Source: an optimization exercise on an open RTL-to-GDS flow (aim: a short achievable clock period and few clock cycles). Production flows keep margins and buffers that such runs may drop.
Function was checked by simulation only, so behaviour that the tests miss may differ from the original.
Power is estimated from default activity; no workload was simulated.

==> flow/design.v <==
module mem_io_responder #(
  parameter int          Nloc      = 64,
  parameter int          Dbits     = 32,
  parameter logic [31:0] DMEM_BASE = 32'h1001_0000,
  parameter logic [31:0] IO_BASE   = 32'h1003_0000
) (
  input  logic              clk,
  input  logic              reset,
  input  logic [31:0]       mem_addr,
  input  logic              mem_rd,
  input  logic              mem_wr,
  input  logic [Dbits-1:0]  mem_writedata,
  output logic [Dbits-1:0]  mem_readdata,
  output logic              cpu_enable,
  output logic [15:0]       led
);
  localparam int AW = $clog2(Nloc);
  logic        wait_q;           
  logic [15:0] led_q;
  logic [31:0] cycle_q, cycle_inc;
  logic        err_q;
  logic [Nloc-1:0][Dbits-1:0] ram_q;
  logic [Dbits-1:0]           rdata_q, rdata_d, io_rd, wb_rd;
  logic             wb_vld_q;
  logic [Nloc-1:0]  wb_we_q;
  logic [AW-1:0]    wb_idx_q;
  logic [Dbits-1:0] wb_data_q;
  logic             fwd;
  logic          dmem_hit;
  logic          io_led, io_cyc, io_stat, io_hit;
  logic [AW-1:0] ram_idx;
  always_comb begin
    io_hit   = io_led | io_cyc | io_stat;
    ram_idx  = mem_addr[AW+1:2];
  end
  mio_hit   #(.BASE(DMEM_BASE[31:16])) u_hit (.addr(mem_addr), .hit(dmem_hit));
  mio_iodec #(.BASE(IO_BASE[31:16])) u_io (.addr(mem_addr), .led(io_led), .cyc(io_cyc),
                                           .stat(io_stat));
  logic done, st_req, ld_req, ram_st;
  always_comb begin
    done   = !mem_rd || wait_q;
    st_req = done && mem_wr;
    ld_req = done && mem_rd && !mem_wr;
    ram_st = st_req && dmem_hit && !reset;
  end
  localparam int NG = 4;
  localparam int GW = Dbits / NG;
  logic [NG-1:0][Nloc-1:0] rsel;
  logic [Nloc-1:0]         wen;
  for (genvar g = 0; g < NG; g++) begin : g_rdec
    mio_dec #(.G(g)) u_dec (.idx(ram_idx), .en(dmem_hit), .mask(wb_we_q), .sel(rsel[g]));
  end
  mio_dec #(.G(NG)) u_wdec (.idx(ram_idx), .en(ram_st), .mask('0), .sel(wen));
  for (genvar b = 0; b < Dbits; b++) begin : g_bit
    logic [31:0] t1;
    logic [7:0]  t2;
    logic [3:0]  t3;
    for (genvar k = 0; k < 32; k++) begin : g_l1
      mio_aoi22 u (.a(ram_q[2*k][b]), .b(rsel[b / GW][2*k]), .c(ram_q[2*k+1][b]), .d(rsel[b / GW][2*k+1]),
                   .y(t1[k]));
    end
    for (genvar m = 0; m < 8; m++) begin : g_l2
      mio_nand4 u (.a(t1[4*m]), .b(t1[4*m+1]), .c(t1[4*m+2]), .d(t1[4*m+3]), .y(t2[m]));
    end
    for (genvar n = 0; n < 2; n++) begin : g_l3
      mio_nor2 u (.a(t2[2*n]), .b(t2[2*n+1]), .y(t3[n]));
    end
    mio_nor3 u_l3io (.a(t2[4]), .b(t2[5]), .c(io_rd[b]), .y(t3[2]));
    mio_nor3 u_l3wb (.a(t2[6]), .b(t2[7]), .c(wb_rd[b]), .y(t3[3]));
    mio_nand4 u_l4 (.a(t3[0]), .b(t3[1]), .c(t3[2]), .d(t3[3]), .y(rdata_d[b]));
  end
  assign cycle_inc = cycle_q + 32'd1;
  always_comb begin
    fwd   = dmem_hit && wb_vld_q && (wb_idx_q == ram_idx);
    wb_rd = wb_data_q & {Dbits{fwd}};
    io_rd = '0;
    if (io_led)  io_rd = Dbits'(led_q);
    if (io_cyc)  io_rd = Dbits'(cycle_inc);
    if (io_stat) io_rd = Dbits'(err_q);
  end
  assign cpu_enable   = done;
  assign mem_readdata = rdata_q;
  assign led          = led_q;
  always_ff @(posedge clk) begin
    rdata_q   <= rdata_d;
    wb_idx_q  <= ram_idx;
    wb_data_q <= mem_writedata;
    wb_vld_q  <= ram_st;
    wb_we_q   <= wen;
    if (reset) begin
      wait_q  <= 1'b0;
      led_q   <= 16'd0;
      cycle_q <= 32'd0;
      err_q   <= 1'b0;
    end else begin
      wait_q  <= mem_rd && !wait_q;
      cycle_q <= cycle_inc;
      if (st_req) begin
        if (dmem_hit) begin
        end else if (io_led) begin
          led_q <= mem_writedata[15:0];
        end else if (io_cyc) begin
          cycle_q <= 32'(mem_writedata);
        end else if (io_stat) begin
          if (mem_writedata[0]) err_q <= 1'b0;
        end else begin
          err_q <= 1'b1;
        end
      end else if (ld_req) begin
        if (!dmem_hit && !io_hit) err_q <= 1'b1;
      end
    end
  end
  always_ff @(posedge clk) begin
    for (int i = 0; i < Nloc; i++)
      if (wb_we_q[i]) ram_q[i] <= wb_data_q;
  end
endmodule
module mio_hit #(
  parameter logic [15:0] BASE = 16'h1001
) (
  input  logic [31:0] addr,
  output logic        hit
);
  logic [6:0] t;
  logic [1:0] u;
  mio_eq4 #(.V(BASE[15:12])) u_e0 (.x(addr[31:28]), .y(t[0]));
  mio_eq4 #(.V(BASE[11:8]))  u_e1 (.x(addr[27:24]), .y(t[1]));
  mio_eq4 #(.V(BASE[7:4]))   u_e2 (.x(addr[23:20]), .y(t[2]));
  mio_eq4 #(.V(BASE[3:0]))   u_e3 (.x(addr[19:16]), .y(t[3]));
  mio_eq4 #(.V(4'h0))        u_e4 (.x(addr[15:12]), .y(t[4]));
  mio_eq4 #(.V(4'h0))        u_e5 (.x(addr[11:8]),  .y(t[5]));
  mio_nor2                   u_e6 (.a(addr[1]), .b(addr[0]), .y(t[6]));
  mio_and4 u_a0 (.a(t[0]), .b(t[1]), .c(t[2]), .d(t[3]), .y(u[0]));
  mio_and3 u_a1 (.a(t[4]), .b(t[5]), .c(t[6]), .y(u[1]));
  mio_and2 u_a2 (.a(u[0]), .b(u[1]), .y(hit));
endmodule
module mio_iodec #(
  parameter logic [15:0] BASE = 16'h1003
) (
  input  logic [31:0] addr,
  output logic        led,
  output logic        cyc,
  output logic        stat
);
  logic [7:0] t;
  logic [1:0] u;
  logic [3:0] off;
  mio_eq4 #(.V(BASE[15:12])) u_e0 (.x(addr[31:28]), .y(t[0]));
  mio_eq4 #(.V(BASE[11:8]))  u_e1 (.x(addr[27:24]), .y(t[1]));
  mio_eq4 #(.V(BASE[7:4]))   u_e2 (.x(addr[23:20]), .y(t[2]));
  mio_eq4 #(.V(BASE[3:0]))   u_e3 (.x(addr[19:16]), .y(t[3]));
  mio_eq4 #(.V(4'h0))        u_e4 (.x(addr[15:12]), .y(t[4]));
  mio_eq4 #(.V(4'h0))        u_e5 (.x(addr[11:8]),  .y(t[5]));
  mio_eq4 #(.V(4'h0))        u_e6 (.x(addr[7:4]),   .y(t[6]));
  mio_nor2                   u_e7 (.a(addr[1]), .b(addr[0]), .y(t[7]));
  mio_and4 u_a0 (.a(t[0]), .b(t[1]), .c(t[2]), .d(t[3]), .y(u[0]));
  mio_and4 u_a1 (.a(t[4]), .b(t[5]), .c(t[6]), .d(t[7]), .y(u[1]));
  mio_pdec u_off (.a(addr[2]), .b(addr[3]), .y(off));
  mio_and3 u_led  (.a(u[0]), .b(u[1]), .c(off[0]), .y(led));
  mio_and3 u_cyc  (.a(u[0]), .b(u[1]), .c(off[1]), .y(cyc));
  mio_and3 u_stat (.a(u[0]), .b(u[1]), .c(off[2]), .y(stat));
endmodule
module mio_eq4 #(
  parameter logic [3:0] V = 4'h0
) (
  input  logic [3:0] x,
  output logic       y
);
  assign y = (x == V);
endmodule
module mio_and4 (input logic a, b, c, d, output logic y);
  assign y = a & b & c & d;
endmodule
module mio_and3 (input logic a, b, c, output logic y);
  assign y = a & b & c;
endmodule
module mio_dec #(
  parameter int G = 0
) (
  input  logic [5:0]  idx,
  input  logic        en,
  input  logic [63:0] mask,
  output logic [63:0] sel
);
  logic [3:0] pd0, pd1, pd2, pd2e;
  mio_pdec u_pd0 (.a(idx[0]), .b(idx[1]), .y(pd0));
  mio_pdec u_pd1 (.a(idx[2]), .b(idx[3]), .y(pd1));
  mio_pdec u_pd2 (.a(idx[4]), .b(idx[5]), .y(pd2));
  for (genvar j = 0; j < 4; j++) begin : g_en
    mio_and2 u (.a(pd2[j]), .b(en), .y(pd2e[j]));
  end
  for (genvar i = 0; i < 64; i++) begin : g_sel
    mio_and3m u (.a(pd0[i % 4]), .b(pd1[(i / 4) % 4]), .c(pd2e[i / 16]), .m(mask[i]),
                 .y(sel[i]));
  end
endmodule
module mio_pdec (input logic a, b, output logic [3:0] y);
  assign y[0] = ~a & ~b;
  assign y[1] =  a & ~b;
  assign y[2] = ~a &  b;
  assign y[3] =  a &  b;
endmodule
module mio_and2 (input logic a, b, output logic y);
  assign y = a & b;
endmodule
module mio_and3m (input logic a, b, c, m, output logic y);
  assign y = a & b & c & ~m;
endmodule
module mio_aoi22 (input logic a, b, c, d, output logic y);
  assign y = ~((a & b) | (c & d));
endmodule
module mio_nand4 (input logic a, b, c, d, output logic y);
  assign y = ~(a & b & c & d);
endmodule
module mio_nor2 (input logic a, b, output logic y);
  assign y = ~(a | b);
endmodule
module mio_nor3 (input logic a, b, c, output logic y);
  assign y = ~(a | b | c);
endmodule
==> flow/run.sh <==
#!/bin/bash
# synth_recipe.tcl (not shown) runs the flow's synth.tcl, then flattens the netlist and writes it again
# the make line also repeats each setting of config.mk as NAME=value (left out here)
make -C /OpenROAD-flow-scripts/flow DESIGN_CONFIG=/design/flow/config.mk WORK_HOME=/design/flow/orfs CLKGATE_MAP_FILE= SYNTH_SCRIPT=/design/flow/synth_recipe.tcl finish
==> flow/config.mk <==
export PLATFORM = sky130hd
export DESIGN_NAME = mem_io_responder
export DESIGN_NICKNAME = mem_io_responder
export VERILOG_FILES = /design/flow/design.v
export SDC_FILE = /design/flow/constraint.sdc
export NUM_CORES = 4
export LEC_CHECK = 0
export ABC_CLOCK_PERIOD_IN_PS = 2000
export CAP_MARGIN = 20
export CORE_MARGIN = 2
export CORE_UTILIZATION = 50
export SETUP_SLACK_MARGIN = 2.9
export SLEW_MARGIN = 20
export SYNTH_HIERARCHICAL = 1
export SYNTH_MINIMUM_KEEP_SIZE = 0
export TNS_END_PERCENT = 100
==> flow/constraint.sdc <==
create_clock -name core_clock -period 5.5 [get_ports {clk}]
set_input_delay 1.1000 -clock core_clock [delete_from_list [all_inputs] [get_ports {clk}]]
set_output_delay 1.1000 -clock core_clock [all_outputs]
set_load 0.01 [all_outputs]
==> results of run 1 <==
## where the power goes
group,leakage (µW),total (µW),internal (µW),switching [µW]
Combinational,0.00739,530,92.7,437
Sequential,0.0200,18500,18500,34.8
Clock,0.00359,15200,8840,6320
Total,0.0309,34200,27400,6790
## state kept, by name (all words and copies together) (netlist names)
signal / flops
cycle_q: 32
err_q: 1
led_q: 16
ram_q: 2048
rdata_q: 32
wait_q: 1
wb_data_q: 32
wb_idx_q: 6
wb_vld_q: 1
wb_we_q: 64
## metrics by stage
stage | instance area, µm² | power [µW] | util
floorplan | 87400 | 19100 | -
global placement | 92500 | 19400 | 0.538
detailed placement | 92500 | 19400 | 0.538
CTS | 101000 | 34500 | 0.587
global route | 102000 | 35100 | 0.592
finish | 102000 | 34200 | 0.592
## cells in the final DEF (no fill, tap or decap), drive strengths merged, types with 15 or more instances in the layout
cell type / n
edfxtp: 2048
a22oi: 1025
and4b: 321
nand4: 299
clkbuf: 298
buf: 284
dfxtp: 185
nor2: 119
clkinv: 87
and2: 77
nor3: 72
conb: 64
nand2: 59
a21oi: 36
clkdlybuf4s50: 33
nand3: 25
bufinv: 22
clkdlybuf4s15: 22
o21ai: 22
nor2b: 17
and2b: 16
xnor2: 15
nor4: 15
## repair_timing
action / CTS / global route
endpoints found under the setup margin: 194 / 94
gates cloned: 4 / 7
buffers inserted: 44 / 40
gates resized for setup: 585 / 175
pin swaps: 42 / 30
## worst max-delay path, cell delays in order
cell     delay [ps]
buf_6            90
nor4b_4         120
and4_4          200
and2_4          200
buf_12          160
and2_4          200
and4b_4         230
a22oi_2         200
nand4_1         240
nor3_4          540
nand4_1         160
## how the worst max path moves through the flow
stage                       end  depth (start not counted)
CTS                 rdata_q[14]                         11
floorplan           cycle_q[23]                          8
finish              rdata_q[12]                         11
global route        rdata_q[12]                         11
global placement    rdata_q[14]                          9
detailed placement  rdata_q[14]                          9
## area by class of cell
| class | count | area [µm²] | area share |
|---|---|---|---|
| antenna | 2 | 5.00 | 0.0000492 |
| clock buffer | 294 | 6150 | 0.0605 |
| clock inverter | 121 | 1150 | 0.0113 |
| inverter | 7 | 26.3 | 0.000258 |
| multi-input combinational | 2274 | 23200 | 0.228 |
| sequential | 2233 | 65400 | 0.643 |
| tap | 2310 | 2890 | 0.0284 |
| timing repair buffer | 343 | 2830 | 0.0278 |
## per-layer routing
layer	wire [µm]	part of all wire	vias up	track usage
met5	0	0	-	0
met4	9320	0.039	0	0.0984
li1	-	-	20600	-
met2	114000	0.48	1793	0.429
met1	98900	0.42	24800	0.370
met3	15000	0.063	368	0.0367
==> metrics.md, run 1 <==
| Metric | Value |
|---|---|
| Pwr Density | 337 nW/µm² |
| DR pass1 iterations | 6 |
| Global-route wire length before repair | 338000 µm |
| Status | complete, no violations |
| DR WL/cell | 31.3 µm |
| Slew Viols, Final | 0 |
| Peak supply drop | 0.000297 V |
| Row count | 152 |
| Setup TNS | 0 ps |
| Buffers on Ports | 116 |
| Crit path from | mem_addr[28] |
| Max cap viols | 0 |
| Io pins | 117 |
| Share of layout cells above drive strength 1 | 0.432 |
| Worst Skew | 28.9 ps |
| Clk pin slew, worst setup/hold paths | 60 ps |
| TritonCTS clock tree | done |
| Final WS setup | 2720 ps |
| Slew of the pin with the lowest slew margin | 1110 ps |
| Clock latency (worst-skew pair) | 840 ps |
| Setup WS pre-CTS | 373 ps |
| Nets | 5150 |
| Worst hold-check path type | flip-flop to flip-flop |
| DRT iter0 DRCs | 5065 |
| Finished Layout Cells | 7584 |
| Post-Syn Instances | 4474 |
| CTS Sinks | 2233 |
| Worst R2R Setup Slack | 2860 ps |
| Hold WS | 472 ps |
| Area Overhead vs Synth | 17.2% |
| WP data arrival | 3470 ps |
| Area of the die | 177000 µm² |
| CP max FO | 8 |
| Core Area | 172000 µm² |
| Min-delay src | led_q[12] |
| GP Congestion | 0.860 |
| Rel. slew slack | 0.259 |
| Post-DP HPWL | 151000 µm |
| Yosys warnings | 7 |
| Leak pwr | 0.0309 µW |
| Worst hold path depth | 2 |
| Crit path kind | input port to flip-flop |
| Gr usage total | 0.266 |
| Fill cell count | 12900 |
| Largest net degree at the start of global routing | 66 |
| Detailed Route WL | 237000 µm |
| Reg2reg path depth | 6 |
| TritonCTS Buffers | 222 |
| Via count | 47500 |
| Final setup fails | 0 |
| Hold EP | led_q[12] |
| Post-route antenna net violation count | 0 |
| Fmax | 359 MHz |
| Final hold vios | 0 |
| Critical path startpoint category | input port |
| CP Capture Type | flip-flop |
| Final Cycle Share | 0.506 |
| Syn Area/Cell | 19.4 µm² |
| Die Wd | 421 µm |
| Hold-fix buffers, CTS | 0 |
| Die Y | 421 µm |
| Number of remaining DRC errors | 0 |
| Initial antenna violation count | 7 |
| RSZ-0062 raised after global routing | yes |
| GRT Residual Overflow | 0 |
| FF-to-FF End | rdata_q[27] |
| Starting Density | 0.505 |
| Clock buffer depth | 3 |
| Placed Cells | 7072 |
| Netlist Area Pre-Place | 86800 µm² |
| WP data required | 6190 ps |
| Crit path time final | 2780 ps |
| RR Startpoint | wb_we_q[14] |
| Vias in the first global route | 47200 |
| H-tree Lvls | 4 |
| Root Driver | clkbuf_16 |
| Vias per inst | 6.27 |
Testbench counts, summed over its fixed seeds: cycles 32,650.
==> run 2: changes to the inputs <==
--- a/flow/config.mk
+++ b/flow/config.mk
@@ -10,3 +10,4 @@
 export CORE_MARGIN = 2
-export CORE_UTILIZATION = 50
+export CORE_UTILIZATION = 65
+export PLACE_DENSITY = 0.75
 export SETUP_SLACK_MARGIN = 2.9
==> run 2 against run 1 <==
- cell count decreased by 8.1%
- critical endpoint is now rdata_q[11]
- still clean on timing, DRC and antenna
- via count increased by 1.5%
- register-to-register slack about the same
- utilization increased by 16 points
- sequential power about the same
- maximum frequency increased by 2.4%
- global-route usage increased by 5.5 points
==> metrics.md, run 2 <==
| Metric | Value |
|---|---|
| Overall power | 33800 µW |
| Fmax | 368 MHz |
| Yosys warnings | 7 |
| Largest Register | ram_q |
| Area of the die | 136000 µm² |
| DR pass1 iterations | 8 |
| Max reg flops | 2048 |
| Share of layout cells above drive strength 1 | 0.414 |
| Initial antenna violation count | 7 |
| Number of remaining DRC errors | 0 |
| Via count | 48200 |
| Clk pin slew, worst setup/hold paths | 60 ps |
| CP max FO | 8 |
| Nets | 5089 |
| Final setup fails | 0 |
| Max cap viols | 0 |
| Largest net degree at the start of global routing | 66 |
| CTS Sinks | 2233 |
| Inserted Diodes | 0 |
| H-tree Lvls | 4 |
| Most common cell after layout, fill and taps aside | edfxtp_1 |
| Worst Skew | 32.5 ps |
| Slew Viols, Final | 0 |
| Critical path startpoint category | input port |
| Detailed Route WL | 219000 µm |
| TritonCTS Buffers | 210 |
| Crit path kind | input port to flip-flop |
| Slowest-stage cell, CP | nor3_4 |
| Core Area | 133000 µm² |
| Commonest non-fill, non-tap cells in the layout | edfxtp_1, a22oi_2, nand4_1, clkbuf_16, buf_4 |
| Root Driver | clkbuf_16 |
| Buffers on Ports | 116 |
| Vias per inst | 6.92 |
| Area Overhead vs Synth | 15.4% |
| DRT iter0 DRCs | 6540 |
| Worst hold-check path type | flip-flop to flip-flop |
| WP data arrival | 3410 ps |
| Crit path time final | 2720 ps |
| Crit-path cells | buf_6 > nor4b_4 > and4_4 > and2_4 > buf_12 > and2_4 > and4b_4 > a22oi_2 > nand4_1 > nor3_4 > nand4_1 |
| Final Cycle Share | 0.494 |
| Rel. slew slack | 0.261 |
| CP Capture Type | flip-flop |
| Global-route wire length before repair | 319000 µm |
| Row count | 134 |
| Syn Area/Cell | 19.4 µm² |
| Die Y | 369 µm |
| Pwr Density | 338 nW/µm² |
| Clock latency (worst-skew pair) | 830 ps |
| Final hold vios | 0 |
| Peak supply drop | 0.000337 V |
| Post-DP HPWL | 137000 µm |
| Post-Syn Instances | 4474 |
| Slew of the pin with the lowest slew margin | 1100 ps |
| Clock buffer depth | 3 |
| Netlist Area Pre-Place | 86800 µm² |
| Setup TNS | 0 ps |
| RSZ-0062 raised after global routing | yes |
| Io pins | 117 |
| GRT Residual Overflow | 0 |
| GP Congestion | 0.880 |
| Status | complete, no violations |
| TritonCTS clock tree | done |
| Gr usage total | 0.321 |
| Vias in the first global route | 47100 |
| WP data required | 6190 ps |
| Starting Density | 0.653 |
| Die Wd | 369 µm |
| DR WL/cell | 31.5 µm |
| Top flop regs | ram_q x2048, wb_we_q x64 |
| Hold-fix buffers, CTS | 0 |
| Leak pwr | 0.0306 µW |
| Largest stage delay on the critical path | 480 ps |
| Post-route antenna net violation count | 0 |
-- run 2: cell count changes in the layout (fill, tap and decap cells not counted), sizes merged --
cell           previous run  this run
or4                      11        12
nand4                   299       298
buf                     284       218
bufinv                   22        26
inv                      12        10
nand2b                    2         3
dlygate4sd2               0         2
clkdlybuf4s15            22        34
clkinv                   87        61
clkbuf                  298       300
clkinvlp                  7         6
diode                     2         0
-- run 2: routing by layer --
| metal | wire length [µm] | track usage | part of all wire | vias to the layer above |
|---|---|---|---|---|
| li1 | - | - | - | 20500 |
| met1 | 85100 | 0.456 | 0.39 | 24700 |
| met2 | 105000 | 0.503 | 0.48 | 2630 |
| met3 | 20100 | 0.0497 | 0.091 | 439 |
| met4 | 9580 | 0.133 | 0.044 | 0 |
| met5 | 0 | 0 | 0 | - |
-- run 2: worst max-delay path, delay by kind of cell --
| family | cells | cell delay, ps |
|---|---|---|
| AND/OR/NAND/NOR | 8 | 1830 |
| AO/OA/AOI/OAI | 1 | 220 |
| buffers and inverters | 2 | 240 |
-- run 2: worst paths after layout --
check	depth (start not counted)	startpoint	end	slack, ps
worst min-delay path	2	led_q[3]	led_q[3]	480
worst min register to register	2	led_q[3]	led_q[3]	480
worst max register to register	6	cycle_q[5]	rdata_q[31]	2870
worst max-delay path	11	mem_addr[16]	rdata_q[11]	2780
-- run 2: area by class of cell --
type,instances,area [µm²]
flip-flops and latches,2233,65400
fillers,7371,32800
multi-input cells,2275,22900
clock buffers,294,5920
repair buffers,293,2530
well taps,1768,2210
clock inverters,96,1130
inverters,7,26.3
-- run 2: stage by stage --
step / std cells / cell area, µm² / hold WS, ps / worst slack [ps] / util
after floorplan: 4537 / 87400 / 480 / 2780 / -
after global placement: 6511 / 91700 / 468 / 946 / 0.690
after detailed placement: 6511 / 91700 / 467 / 878 / 0.690
after CTS: 6942 / 99800 / 478 / 2850 / 0.750
after global routing: 6966 / 100000 / 505 / 2820 / 0.753
final: 6966 / 100000 / 481 / 2780 / 0.753
-- run 2: power breakdown --
| part | switching (µW) | total (µW) | internal (µW) |
|---|---|---|---|
| combinational | 433 | 529 | 95.1 |
| sequential | 26.7 | 18500 | 18500 |
| clock | 6070 | 14800 | 8690 |
-- run 2: what timing repair did --
item	4_1_cts	5_1_grt
gates resized for setup	519	86
pin swaps	42	33
gates cloned	8	6
setup buffers	33	18
setup endpoints to repair	194	73
==> run 3: changes to the inputs <==
--- a/flow/config.mk
+++ b/flow/config.mk
@@ -12,3 +12,3 @@
 export PLACE_DENSITY = 0.75
-export SETUP_SLACK_MARGIN = 2.9
+export SETUP_SLACK_MARGIN = 3.1
 export SLEW_MARGIN = 20
==> run 3 against run 2 <==
- maximum frequency fell by 1.9%
- critical endpoint is now rdata_q[7]
- hold slack better by 28 ps
- synthesized cell count did not move
==> metrics.md, run 3 <==
| Metric | Value |
|---|---|
| Status | complete, no violations |
| Rel. slew slack | 0.178 |
| Largest net degree at the start of global routing | 66 |
| H-tree Lvls | 4 |
| Overall power | 33200 µW |
| Global-route wire length before repair | 324000 µm |
| Gr usage total | 0.327 |
| Layout Utilization | 0.759 |
| Post-DP HPWL | 137000 µm |
| Crit-path cells | buf_8 > nor4_4 > and4_4 > and3_4 > nand2b_4 > bufbuf_16 > o21ai_1 > nor3_4 > nand4_1 |
| Worst Skew | 27.6 ps |
| Area of the multi-input gates | 23400 µm² |
| Row count | 134 |
| Buffers on Ports | 116 |
| Clock latency (worst-skew pair) | 830 ps |
| CTS Sinks | 2233 |
| Worst hold-check path type | flip-flop to flip-flop |
| Fmax | 361 MHz |
| Worst R2R Setup Slack | 2840 ps |
| Yosys warnings | 7 |
| Die Y | 369 µm |
| Vias in the first global route | 48200 |
| Initial antenna violation count | 6 |
| Netlist Area Pre-Place | 86800 µm² |
| Root Driver | clkbuf_16 |
| TritonCTS clock tree | done |
| Share of layout cells above drive strength 1 | 0.437 |
| GRT Residual Overflow | 0 |
| RSZ-0062 raised after global routing | yes |
| RR Startpoint | cycle_q[8] |
| Largest Register | ram_q |
| Clock buffer depth | 3 |
| Worst Setup EP | rdata_q[7] |
| CP Capture Type | flip-flop |
| Max reg flops | 2048 |
| Number of remaining DRC errors | 0 |
| Detailed Route WL | 226000 µm |
| Final setup fails | 0 |
| Fill cell count | 7332 |
| Core Area | 133000 µm² |
| DR WL/cell | 32.1 µm |
| Clk pin slew, worst setup/hold paths | 60 ps |
| Pwr Density | 329 nW/µm² |
| Final Cycle Share | 0.504 |
| Most common cell after layout, fill and taps aside | edfxtp_1 |
| CP max FO | 5 |
| Slew of the pin with the lowest slew margin | 1230 ps |
| Post-route antenna net violation count | 0 |
| Starting Density | 0.653 |
| Commonest non-fill, non-tap cells in the layout | edfxtp_1, a22oi_2, nand4_1, clkbuf_16, buf_4 |
| DRT iter0 DRCs | 6307 |
| FF-to-FF End | rdata_q[17] |
| Storage element area | 65400 µm² |
| Worst hold path depth | 0 |
| Post-Syn Instances | 4474 |
| Area of the die | 136000 µm² |
| Crit path from | mem_addr[4] |
| Nets | 5147 |
| Peak supply drop | 0.000363 V |
| Critical path startpoint category | input port |
| Setup TNS | 0 ps |
| Reg2reg path depth | 7 |
| Largest stage delay on the critical path | 560 ps |
| Io pins | 117 |
| Delay-heaviest family, CP | simple AND/OR/NAND/NOR gates |
| Via count | 49000 |
| GP Congestion | 0.868 |
| Final hold vios | 0 |
| DR pass1 iterations | 5 |
| Area Overhead vs Synth | 16.4% |
| Crit path time final | 2770 ps |
| Slew Viols, Final | 0 |
| Slowest-stage cell, CP | nor4_4 |
| Number of buffer and inverter stages on the critical path | 2 |
| Levels on crit path | 9 |
| Top flop regs | ram_q x2048, wb_we_q x64 |
| WP data required | 6180 ps |
| Leak pwr | 0.0309 µW |
| Die Wd | 369 µm |
| Syn Area/Cell | 19.4 µm² |
| Max cap viols | 0 |
| WP data arrival | 3450 ps |
| TritonCTS Buffers | 210 |
| Crit path kind | input port to flip-flop |
| Vias per inst | 6.98 |
[run 3: worst min-delay path by stage]
| stage | slack [ps] | end | startpoint |
|---|---|---|---|
| final | 510 | ram_q[834] | wb_we_q[26] |
| after global routing | 530 | ram_q[838] | wb_we_q[26] |
| after CTS | 500 | cycle_q[0] | cycle_q[0] |
| after detailed placement | 470 | led_q[0] | led_q[0] |
| after global placement | 460 | led_q[0] | led_q[0] |
| after floorplan | 480 | cycle_q[31] | cycle_q[31] |
[run 3: what timing repair did]
item / 4_1_cts / 5_1_grt
pin swaps: 90 / 77
hold buffers: 0 / 0
resized for setup: 753 / 120
cloned: 17 / 11
setup buffers: 70 / 25
endpoints found under the setup margin: 195 / 179
[run 3: report_power, final]
group          internal, µW  total [µW]  leakage (µW)  switching [µW]
clock network          8040       14100       0.00329            6060
logic                   103         531       0.00763             428
registers             18500       18600        0.0200            45.8
total                 26700       33200        0.0309            6530
[run 3: through the flow]
| step | setup slack (ps) | hold slack [ps] | cells | area, µm² |
|---|---|---|---|---|
| 6_report | 2730 | 510 | 7021 | 101000 |
| 3_3_place_gp | 989 | 463 | 6511 | 91700 |
| 4_1_cts | 2850 | 497 | 6982 | 100000 |
| 3_5_place_dp | 1010 | 469 | 6511 | 91700 |
| 2_1_floorplan | 2780 | 480 | 4537 | 87500 |
| 5_1_grt | 2790 | 529 | 7018 | 101000 |
[run 3: layer usage]
metal	wire (µm)	global-route usage	vias up
met1	84600	0.449	25100
met5	34	0	-
met3	21400	0.0571	507
met4	10800	0.146	6
met2	109000	0.518	2740
li1	-	-	20600
[run 3: final cells by class]
type                            count  share of cell area
Sequential cell                  2233               0.648
Multi-Input combinational cell   2282               0.232
Clock buffer                      300              0.0589
Timing Repair Buffer              344              0.0316
Tap cell                         1768              0.0219
Clock inverter                     84             0.00720
Inverter                            7            0.000260
Antenna cell                        3           0.0000744
==> run 4: changes to the inputs <==
--- a/flow/design.v
+++ b/flow/design.v
@@ -29,2 +29,3 @@
   logic          dmem_hit;
+  logic [1:0]    dmem_hit_part;    
   logic          io_led, io_cyc, io_stat, io_hit;
@@ -35,3 +36,4 @@
   end
-  mio_hit   #(.BASE(DMEM_BASE[31:16])) u_hit (.addr(mem_addr), .hit(dmem_hit));
+  mio_hit   #(.BASE(DMEM_BASE[31:16])) u_hit (.addr(mem_addr), .part(dmem_hit_part),
+                                           .hit(dmem_hit));
   mio_iodec #(.BASE(IO_BASE[31:16])) u_io (.addr(mem_addr), .led(io_led), .cyc(io_cyc),
@@ -50,5 +52,5 @@
   for (genvar g = 0; g < NG; g++) begin : g_rdec
-    mio_dec #(.G(g)) u_dec (.idx(ram_idx), .en(dmem_hit), .mask(wb_we_q), .sel(rsel[g]));
-  end
-  mio_dec #(.G(NG)) u_wdec (.idx(ram_idx), .en(ram_st), .mask('0), .sel(wen));
+    mio_dec #(.G(g)) u_dec (.idx(ram_idx), .en(dmem_hit_part), .mask(wb_we_q), .sel(rsel[g]));
+  end
+  mio_dec #(.G(NG)) u_wdec (.idx(ram_idx), .en({1'b1, ram_st}), .mask('0), .sel(wen));
   for (genvar b = 0; b < Dbits; b++) begin : g_bit
@@ -122,2 +124,3 @@
   input  logic [31:0] addr,
+  output logic [1:0]  part,
   output logic        hit
@@ -126,2 +129,3 @@
   logic [1:0] u;
+  assign part = u;
   mio_eq4 #(.V(BASE[15:12])) u_e0 (.x(addr[31:28]), .y(t[0]));
@@ -181,3 +185,3 @@
   input  logic [5:0]  idx,
-  input  logic        en,
+  input  logic [1:0]  en,
   input  logic [63:0] mask,
@@ -185,9 +189,6 @@
 );
-  logic [3:0] pd0, pd1, pd2, pd2e;
+  logic [3:0] pd0, pd1, pd2e;
   mio_pdec u_pd0 (.a(idx[0]), .b(idx[1]), .y(pd0));
   mio_pdec u_pd1 (.a(idx[2]), .b(idx[3]), .y(pd1));
-  mio_pdec u_pd2 (.a(idx[4]), .b(idx[5]), .y(pd2));
-  for (genvar j = 0; j < 4; j++) begin : g_en
-    mio_and2 u (.a(pd2[j]), .b(en), .y(pd2e[j]));
-  end
+  mio_pdec_en u_pd2 (.a(idx[4]), .b(idx[5]), .e(en), .y(pd2e));
   for (genvar i = 0; i < 64; i++) begin : g_sel
@@ -203,2 +204,8 @@
 endmodule
+module mio_pdec_en (input logic a, b, input logic [1:0] e, output logic [3:0] y);
+  assign y[0] = ~a & ~b & e[0] & e[1];
+  assign y[1] =  a & ~b & e[0] & e[1];
+  assign y[2] = ~a &  b & e[0] & e[1];
+  assign y[3] =  a &  b & e[0] & e[1];
+endmodule
 module mio_and2 (input logic a, b, output logic y);
--- a/flow/config.mk
+++ b/flow/config.mk
@@ -12,3 +12,3 @@
 export PLACE_DENSITY = 0.75
-export SETUP_SLACK_MARGIN = 3.1
+export SETUP_SLACK_MARGIN = 2.9
 export SLEW_MARGIN = 20
==> run 4 against run 3 <==
- flip-flop and latch count unchanged
- utilization grew 0.23 points
- wire length increased by 9.8%
- first-iteration DRC count up 19%
- register-to-register slack lost 80 ps
- critical path depth unchanged
- maximum frequency down 3.1%
- count of clock-buffer cells in the layout is 14 lower
==> metrics.md, run 4 <==
| Metric | Value |
|---|---|
| Status | complete, no violations |
| Post-Syn Instances | 4455 |
| RSZ-0062 raised after global routing | yes |
| TritonCTS Buffers | 209 |
| Slew Viols, Final | 0 |
| Top flop regs | ram_q x2048, wb_we_q x64 |
| H-tree Lvls | 4 |
| Detailed Route WL | 248000 µm |
| Nets | 5164 |
| Post-DP HPWL | 149000 µm |
| Share of layout cells above drive strength 1 | 0.423 |
| Core Area | 133000 µm² |
| Netlist Area Pre-Place | 86700 µm² |
| Storage element area | 65400 µm² |
| Die Y | 369 µm |
| Gr usage total | 0.362 |
| Starting Density | 0.652 |
| Number of remaining DRC errors | 0 |
| Layout Utilization | 0.762 |
| Critical path startpoint category | input port |
| Fill cell count | 7123 |
| RR Startpoint | cycle_q[8] |
| Root Driver | clkbuf_16 |
| Io pins | 117 |
| Commonest non-fill, non-tap cells in the layout | edfxtp_1, a22oi_2, nand4_1, and4b_4, clkbuf_16 |
| Min-delay src | wb_we_q[30] |
| Worst hold-check path type | flip-flop to flip-flop |
| Syn Area/Cell | 19.5 µm² |
| Post-route cell area | 101000 µm² |
| Reg2reg path depth | 6 |
| Peak supply drop | 0.000336 V |
| Slew of the pin with the lowest slew margin | 1120 ps |
| Via count | 50500 |
| CP max FO | 7 |
| Vias in the first global route | 48700 |
| WP data arrival | 3550 ps |
| Leak pwr | 0.0308 µW |
| Row count | 134 |
| Max reg flops | 2048 |
| TritonCTS clock tree | done |
| Clock buffer depth | 3 |
| Hold EP | ram_q[972] |
| Crit path kind | input port to flip-flop |
| Pwr Density | 325 nW/µm² |
| CTS Sinks | 2233 |
| Final setup fails | 0 |
| Largest Register | ram_q |
| Max cap viols | 0 |
| FF-to-FF End | rdata_q[21] |
| Crit path time final | 2860 ps |
| Clock latency (worst-skew pair) | 860 ps |
| Buffers on Ports | 116 |
| Most common cell after layout, fill and taps aside | edfxtp_1 |
| Area of the multi-input gates | 23400 µm² |
| WP data required | 6190 ps |
| Clk pin slew, worst setup/hold paths | 70 ps |
| Worst R2R Setup Slack | 2760 ps |
| DRT iter0 DRCs | 7498 |
| DR WL/cell | 35.1 µm |
| Yosys warnings | 7 |
| GP Congestion | 0.911 |
| Area of the die | 136000 µm² |
| Largest net degree at the start of global routing | 66 |
| DR pass1 iterations | 6 |
| Die Wd | 369 µm |
| Hold-fix buffers, CTS | 0 |
| Worst Skew | 44.6 ps |
| Vias per inst | 7.17 |
| Final Cycle Share | 0.520 |
| CP Capture Type | flip-flop |
| Worst hold path depth | 0 |
| Crit path from | mem_addr[4] |
| Setup TNS | 0 ps |
| Rel. slew slack | 0.255 |
| GRT Residual Overflow | 0 |
| Global-route wire length before repair | 350000 µm |
| Initial antenna violation count | 13 |
| Post-route antenna net violation count | 0 |
| Area Overhead vs Synth | 16.7% |
| Final hold vios | 0 |
| Fmax | 350 MHz |
| Cell Area, Placed | 91800 µm² |
run 4: cell type report:
type	instances	area share
Clock buffer	286	0.0560
Timing Repair Buffer	379	0.0369
Tap cell	1768	0.0218
Inverter	7	0.000259
Clock inverter	106	0.00797
Antenna cell	1	0.0000247
Sequential cell	2233	0.646
Multi-Input combinational cell	2265	0.231
run 4: worst max path at each step:
stage / cells past startpoint / slack (ps) / end
after floorplan: 8 / 2770 / cycle_q[23]
after global placement: 9 / 380 / rdata_q[22]
after detailed placement: 9 / 320 / rdata_q[17]
after CTS: 11 / 2710 / rdata_q[21]
after global routing: 12 / 2690 / rdata_q[17]
final: 9 / 2640 / rdata_q[21]
run 4: per-layer routing:
layer | part of all wire | track usage | up-vias | routed length [µm]
met2 | 0.47 | 0.564 | 3447 | 116000
met5 | 0.00019 | 0 | - | 47
met3 | 0.11 | 0.0772 | 611 | 27900
met4 | 0.058 | 0.187 | 8 | 14400
met1 | 0.36 | 0.487 | 25800 | 89000
li1 | - | - | 20700 | -
run 4: worst max-delay path: stages:
cell and delay [ps]:
buf_6 120, nor4_4 640, and4_4 330, and3_4 260
nand2b_4 220, buf_16 130, a21oi_1 80, nor3_4 480
nand4_1 170
run 4: stage by stage:
| stage | setup WS (ps) | power [µW] | hold slack [ps] | instances |
|---|---|---|---|---|
| after floorplan | 2770 | 19100 | 480 | 4521 |
| after global placement | 382 | 19400 | 449 | 6516 |
| after detailed placement | 320 | 19500 | 444 | 6516 |
| after CTS | 2710 | 32900 | 460 | 7009 |
| after global routing | 2690 | 33600 | 470 | 7044 |
| final | 2640 | 32900 | 462 | 7045 |
run 4: what timing repair did:
item                                    4_1_cts  5_1_grt
gates resized for setup                     720       81
gates cloned                                 25        3
endpoints found under the setup margin      194      128
setup buffers                                76       32
pin swaps                                   149       90
run 4: power breakdown:
group | switching (µW) | internal (µW)
Combinational | 504 | 115
Sequential | 25.5 | 18500
Clock | 6210 | 7530
Total | 6740 | 26200
Testbench counts of run 4, summed over its fixed seeds: cycles 32,650.
==> run 5: changes to the inputs <==
--- a/flow/design.v
+++ b/flow/design.v
@@ -22,3 +22,3 @@
   logic [Nloc-1:0][Dbits-1:0] ram_q;
-  logic [Dbits-1:0]           rdata_q, rdata_d, io_rd, wb_rd;
+  logic [Dbits-1:0]           rdata_q, rdata_d, io_rd_n, wb_rd, led_rd, err_rd;
   logic             wb_vld_q;
@@ -38,4 +38,4 @@
                                            .hit(dmem_hit));
-  mio_iodec #(.BASE(IO_BASE[31:16])) u_io (.addr(mem_addr), .led(io_led), .cyc(io_cyc),
-                                           .stat(io_stat));
+  mio_iodec #(.BASE(IO_BASE[31:16]), .G(NG)) u_io (.addr(mem_addr), .led(io_led),
+                                                   .cyc(io_cyc), .stat(io_stat));
   logic done, st_req, ld_req, ram_st;
@@ -55,2 +55,13 @@
   mio_dec #(.G(NG)) u_wdec (.idx(ram_idx), .en({1'b1, ram_st}), .mask('0), .sel(wen));
+  logic [NG-1:0] gio_led, gio_cyc, gio_stat;
+  assign led_rd = Dbits'(led_q);
+  assign err_rd = Dbits'(err_q);
+  for (genvar g = 0; g < NG; g++) begin : g_iodec
+    mio_iodec #(.BASE(IO_BASE[31:16]), .G(g)) u_io (.addr(mem_addr), .led(gio_led[g]),
+                                                    .cyc(gio_cyc[g]), .stat(gio_stat[g]));
+  end
+  for (genvar b = 0; b < Dbits; b++) begin : g_iord
+    mio_aoi222 u (.a(gio_led[b / GW]), .b(led_rd[b]), .c(gio_cyc[b / GW]), .d(cycle_inc[b]),
+                  .e(gio_stat[b / GW]), .f(err_rd[b]), .y(io_rd_n[b]));
+  end
   for (genvar b = 0; b < Dbits; b++) begin : g_bit
@@ -69,3 +80,3 @@
     end
-    mio_nor3 u_l3io (.a(t2[4]), .b(t2[5]), .c(io_rd[b]), .y(t3[2]));
+    mio_nor3b u_l3io (.a(t2[4]), .b(t2[5]), .cn(io_rd_n[b]), .y(t3[2]));
     mio_nor3 u_l3wb (.a(t2[6]), .b(t2[7]), .c(wb_rd[b]), .y(t3[3]));
@@ -77,6 +88,2 @@
     wb_rd = wb_data_q & {Dbits{fwd}};
-    io_rd = '0;
-    if (io_led)  io_rd = Dbits'(led_q);
-    if (io_cyc)  io_rd = Dbits'(cycle_inc);
-    if (io_stat) io_rd = Dbits'(err_q);
   end
@@ -142,3 +149,4 @@
 module mio_iodec #(
-  parameter logic [15:0] BASE = 16'h1003
+  parameter logic [15:0] BASE = 16'h1003,
+  parameter int          G    = 0          
 ) (
@@ -228 +236,7 @@
 endmodule
+module mio_nor3b (input logic a, b, cn, output logic y);
+  assign y = ~(a | b | ~cn);
+endmodule
+module mio_aoi222 (input logic a, b, c, d, e, f, output logic y);
+  assign y = ~((a & b) | (c & d) | (e & f));
+endmodule
==> run 5 against run 4 <==
- critical path depth up 3
- still clean
- via count grew 2.6%
- global-route usage rose by 0.53 points
- count of clock-buffer cells in the layout shrank 2
- clock skew is 13 ps lower
- worst setup slack got worse by 10 ps
- non-clock buffer count rose by 51
- area after synthesis rose by 0.99%
- critical endpoint is now rdata_q[24]
- largest power group unchanged
- largest cell class unchanged
- power rose by 0.23%
- die area up 0.98%
==> metrics.md, run 5 <==
| Metric | Value |
|---|---|
| H-tree Lvls | 4 |
| Hold-fix buffers, CTS | 0 |
| Row count | 134 |
| Clk pin slew, worst setup/hold paths | 60 ps |
| Global-route wire length before repair | 357000 µm |
| Largest Register | ram_q |
| Peak supply drop | 0.000320 V |
| Post-route cell area | 103000 µm² |
| Vias per inst | 7.20 |
| Area Overhead vs Synth | 17.4% |
| CP Capture Type | flip-flop |
| Nets | 5310 |
| Status | complete, no violations |
| WP data arrival | 3620 ps |
| Share of layout cells above drive strength 1 | 0.433 |
| Rel. slew slack | 0.300 |
| Max cap viols | 0 |
| Met3 wire length | 30800 µm |
| Top flop regs | ram_q x2048, wb_we_q x64 |
| Crit path kind | input port to flip-flop |
| Detailed Route WL | 256000 µm |
| Slew of the pin with the lowest slew margin | 1050 ps |
| Io pins | 117 |
| Netlist Area Pre-Place | 87600 µm² |
| Slew Viols, Final | 0 |
| Most common cell after layout, fill and taps aside | edfxtp_1 |
| Fill cell count | 7143 |
| Largest net degree at the start of global routing | 66 |
| Syn Area/Cell | 19.5 µm² |
| Die Y | 371 µm |
| Fmax | 348 MHz |
| Max reg flops | 2048 |
| Placed Cells | 6622 |
| Clock latency (worst-skew pair) | 830 ps |
| Commonest non-fill, non-tap cells in the layout | edfxtp_1, a22oi_2, nand4_1, buf_4, and4b_4 |
| DR pass1 iterations | 9 |
| RSZ-0062 raised after global routing | yes |
| Final setup fails | 0 |
| Worst Skew | 31.7 ps |
| Critical path startpoint category | input port |
| Setup TNS | 0 ps |
| CTS Sinks | 2233 |
| Leak pwr | 0.0319 µW |
| DRT iter0 DRCs | 8009 |
| GRT Residual Overflow | 0 |
| TritonCTS clock tree | done |
| Post-route antenna net violation count | 0 |
| Area of the die | 138000 µm² |
| Post-Syn Instances | 4492 |
| Gr usage total | 0.367 |
| Core Area | 134000 µm² |
| Worst hold-check path type | flip-flop to flip-flop |
| Top sig layer | met5 |
| GP Congestion | 0.918 |
| Cell Area, Placed | 93000 µm² |
| Final Cycle Share | 0.522 |
| Final hold vios | 0 |
| Via count | 51900 |
| CP max FO | 9 |
| Initial antenna violation count | 22 |
| DR WL/cell | 35.5 µm |
| Root Driver | clkbuf_16 |
| Wl on met1 | 89900 µm |
| Finished Layout Cells | 7207 |
| Die Wd | 371 µm |
| Crit path time final | 2870 ps |
| Starting Density | 0.656 |
| Met2 routed WL | 120000 µm |
| Clock buffer depth | 3 |
| Number of remaining DRC errors | 0 |
| Buffers on Ports | 116 |
| Vias in the first global route | 50100 |
| Yosys warnings | 7 |
| TritonCTS Buffers | 211 |
| WP data required | 6250 ps |
| Post-DP HPWL | 157000 µm |
| Pwr Density | 321 nW/µm² |
[run 5: final timing paths]
kind | startpoint | endpoint | slack, ps | cells past startpoint
worst max-delay path | mem_addr[22] | rdata_q[24] | 2630 | 12
worst min-delay path | wb_we_q[13] | ram_q[418] | 500 | 0
worst max register to register | cycle_q[0] | rdata_q[27] | 2700 | 8
worst min register to register | wb_we_q[13] | ram_q[418] | 500 | 0
[run 5: cell type report]
| cell class | count | area [µm²] | area share |
|---|---|---|---|
| well taps | 1768 | 2210 | 0.0215 |
| multi-input cells | 2356 | 24600 | 0.239 |
| clock buffers | 284 | 5800 | 0.0564 |
| flip-flops and latches | 2233 | 65400 | 0.636 |
| repair buffers | 430 | 4040 | 0.0393 |
| inverters | 9 | 33.8 | 0.000328 |
| clock inverters | 109 | 696 | 0.00676 |
| diodes | 18 | 45.0 | 0.000438 |
[run 5: where the power goes]
part | internal (µW) | switching, µW
Clock | 7650 | 6090
Sequential | 18500 | 64.4
Combinational | 157 | 494
[run 5: repair_timing]
item                                    4_1_cts  5_1_grt
endpoints found under the setup margin      195      106
endpoints found under the hold margin         0        0
buffers inserted                             87       60
resized for setup                           766       77
pin swaps                                    94       63
cloned                                       19        8
[run 5: per-stage QoR]
step	total power, µW	setup WS, ps	util	hold WS [ps]
final	33000	2630	0.770	500
after global routing	33700	2670	0.769	501
after CTS	33000	2680	0.763	495
after detailed placement	19500	888	0.696	477
after global placement	19500	405	0.696	471
after floorplan	19100	2780	-	455
[run 5: per-layer routing]
metal / vias to the layer above / track usage
met5: - / 0
met4: 14 / 0.196
met3: 770 / 0.0853
met2: 3579 / 0.564
met1: 26300 / 0.494
li1: 21200 / -
[run 5: critical path, stage by stage]
cell	delay, ps
buf_12	110
nor4_4	310
buf_4	160
and4_4	290
buf_12	220
buf_4	190
and4b_4	340
and4b_4	400
a22oi_2	110
nand4_1	160
nor2_2	110
nand4_1	90
Testbench counts of run 5, summed over its fixed seeds: cycles 32,650.
==> run 6: changes to the inputs <==
--- a/flow/config.mk
+++ b/flow/config.mk
@@ -10,4 +10,3 @@
 export CORE_MARGIN = 2
-export CORE_UTILIZATION = 65
-export PLACE_DENSITY = 0.75
+export CORE_UTILIZATION = 50
 export SETUP_SLACK_MARGIN = 2.9
==> run 6 against run 5 <==
- largest power group unchanged
- final area increased by 1.7%
- cell count increased by 7.9%
- worst setup slack got worse by 7.1 ps
- highest routed layer is now met4
- sequential share of layout area decreased by 1.0 points
==> metrics.md, run 6 <==
| Metric | Value |
|---|---|
| Syn Area/Cell | 19.5 µm² |
| Slew Viols, Final | 0 |
| Yosys warnings | 7 |
| Top flop regs | ram_q x2048, wb_we_q x64 |
| Slew of the pin with the lowest slew margin | 1100 ps |
| Clock power share | 0.440 |
| Worst Skew | 31.8 ps |
| TritonCTS Buffers | 221 |
| Pwr Density | 328 nW/µm² |
| Nets | 5332 |
| Gr usage total | 0.271 |
| CP max FO | 10 |
| Setup WS pre-CTS | 667 ps |
| Critical path startpoint category | input port |
| CP Capture Type | flip-flop |
| Crit-path cells | buf_8 > nor4b_4 > buf_6 > and4_4 > buf_12 > and4b_2 > and4b_4 > a22oi_2 > nand4_1 > nor3b_4 > nand4_1 |
| Clock buffer depth | 3 |
| Die Wd | 423 µm |
| Clk pin slew, worst setup/hold paths | 60 ps |
| Post-DP HPWL | 151000 µm |
| Core Area | 174000 µm² |
| Post-route antenna net violation count | 0 |
| Root Driver | clkbuf_16 |
| TritonCTS clock tree | done |
| GP Congestion | 0.871 |
| Met2 routed WL | 114000 µm |
| Top sig layer | met4 |
| Comb power frac | 0.020 |
| CTS Sinks | 2233 |
| Peak supply drop | 0.000328 V |
| DRT iter0 DRCs | 5535 |
| Crit path time final | 2880 ps |
| Final Cycle Share | 0.523 |
| Commonest non-fill, non-tap cells in the layout | edfxtp_1, a22oi_2, nand4_1, buf_4, and4b_4 |
| Via count | 49100 |
| GRT Residual Overflow | 0 |
| Min-delay src | wb_data_q[6] |
| Row count | 153 |
| Global-route wire length before repair | 352000 µm |
| Largest Register | ram_q |
| Post-Syn Instances | 4492 |
| Final WS setup | 2620 ps |
| Starting Density | 0.503 |
| Crit path kind | input port to flip-flop |
| Slowest-stage cell, CP | nor3b_4 |
| Number of remaining DRC errors | 0 |
| Share of layout cells above drive strength 1 | 0.443 |
| Area of the die | 179000 µm² |
| WP data required | 6140 ps |
| Io pins | 117 |
| Largest net degree at the start of global routing | 66 |
| Wl on met1 | 104000 µm |
| Vias in the first global route | 48700 |
| Largest stage delay on the critical path | 410 ps |
| Met3 wire length | 17000 µm |
| Layout Utilization | 0.601 |
| Worst hold path depth | 0 |
| Max cap viols | 0 |
| Most used cell, CP | nand4_1 |
| Overall power | 34300 µW |
| Worst hold-check path type | flip-flop to flip-flop |
| FF-to-FF End | rdata_q[26] |
| DR WL/cell | 31.4 µm |
| Area Overhead vs Synth | 19.4% |
| Hold WS | 441 ps |
| Initial antenna violation count | 15 |
| DR pass1 iterations | 6 |
| Status | complete, no violations |
| H-tree Lvls | 4 |
| Pint | 27500 µW |
| Switching Fraction | 0.199 |
| Sw power | 6810 µW |
| Worst R2R Setup Slack | 2660 ps |
| Fmax | 348 MHz |
| Sequential share of power | 0.540 |
| Final setup fails | 0 |
| Netlist Area Pre-Place | 87600 µm² |
| Reg2reg path depth | 7 |
| Die Y | 423 µm |
| Setup TNS | 0 ps |
| Rel. slew slack | 0.269 |
| Leak pwr | 0.0324 µW |
| Detailed Route WL | 244000 µm |
| Hold EP | ram_q[1286] |
| Most common cell after layout, fill and taps aside | edfxtp_1 |
| Vias per inst | 6.32 |
| WP data arrival | 3510 ps |
| Max reg flops | 2048 |
| Final hold vios | 0 |
| Buffers on Ports | 116 |
| RR Startpoint | cycle_q[11] |
| Clock latency (worst-skew pair) | 840 ps |
| RSZ-0062 raised after global routing | yes |
[run 6: metrics by stage]
stage	cell area [µm²]	instances
after floorplan	88500	4605
after global placement	93500	7154
after detailed placement	93500	7154
after CTS	104000	7712
after global routing	105000	7774
final	105000	7776
[run 6: routing by layer]
metal / global-route usage / vias up
met5: 0 / -
met1: 0.385 / 25500
met2: 0.423 / 1993
met4: 0.0986 / 0
met3: 0.0433 / 388
li1: - / 21200
[run 6: timing repair]
action | CTS | global route
pin swaps | 117 | 77
buffers inserted | 130 | 59
endpoints found under the setup margin | 195 | 120
cloned | 21 | 1
resized for setup | 822 | 84
hold buffers | 0 | 0
[run 6: worst max-delay path by stage]
stage / startpoint / to / cells past startpoint
global route: cycle_q[11] / rdata_q[23] / 7
global placement: mem_addr[9] / rdata_q[21] / 9
finish: mem_addr[16] / rdata_q[20] / 11
detailed placement: mem_addr[13] / rdata_q[6] / 9
floorplan: mem_addr[21] / rdata_q[10] / 8
CTS: mem_addr[16] / rdata_q[23] / 11
[run 6: area by class of cell]
type | instances | area, µm²
diodes | 4 | 10.0
clock buffers | 306 | 6320
clock inverters | 101 | 950
fillers | 12500 | 69400
inverters | 9 | 33.8
multi-input cells | 2355 | 24600
flip-flops and latches | 2233 | 65500
well taps | 2325 | 2910
repair buffers | 443 | 4280
[run 6: power groups by stage]
stage	Sequential, µW	Combinational, µW	Clock [µW]
floorplan	19000	90.2	0
global placement	18900	581	0
detailed placement	18900	597	0
CTS	18500	665	15300
global route	18500	715	16000
finish	18500	682	15100
[run 6: worst max-delay path: cells and delay by family]
family | cells | cell delay, ps
simple gates | 7 | 1840
buf+inv | 3 | 400
compound gates | 1 | 170

static timing again, ports no longer ideal:
Ports are ideal in the flow. The routed layouts listed here were re-timed in OpenROAD.
Step 1 assumes that a clkbuf_16 drives the clock port and a buf_2 every other input.
Step 2 adds t to the input delays and takes it off the output delays; t is the mean of the earliest and latest rising clock arrival at the registers after step 1. Input paths then give back, and output paths get back, about the clock's delay inside the block.
a / b / c = ideal ports / drivers / drivers and shift; a / b = the first two.
run | shift t [ns] | setup slack, ns | worst register clock-pin slew, ns | pins driven straight from the clock port
run 1 | 0.909 | 2.716 / 2.768 / 1.858 | 0.07 / 0.07 | 1
run 2 | 0.892 | 2.781 / 2.823 / 1.931 | 0.07 / 0.07 | 1
run 3 | 0.906 | 2.728 / 2.778 / 1.872 | 0.07 / 0.07 | 1
run 4 | 0.914 | 2.640 / 2.578 / 1.664 | 0.07 / 0.07 | 1
run 5 | 0.902 | 2.630 / 2.665 / 1.763 | 0.07 / 0.07 | 1
run 6 | 0.911 | 2.623 / 2.663 / 1.755 | 0.07 / 0.07 | 1
After both steps setup and hold are still met in every run listed. The setup slack of run 4, which loses most, moves by -0.062 ns with the drivers and by -0.976 ns with both steps.
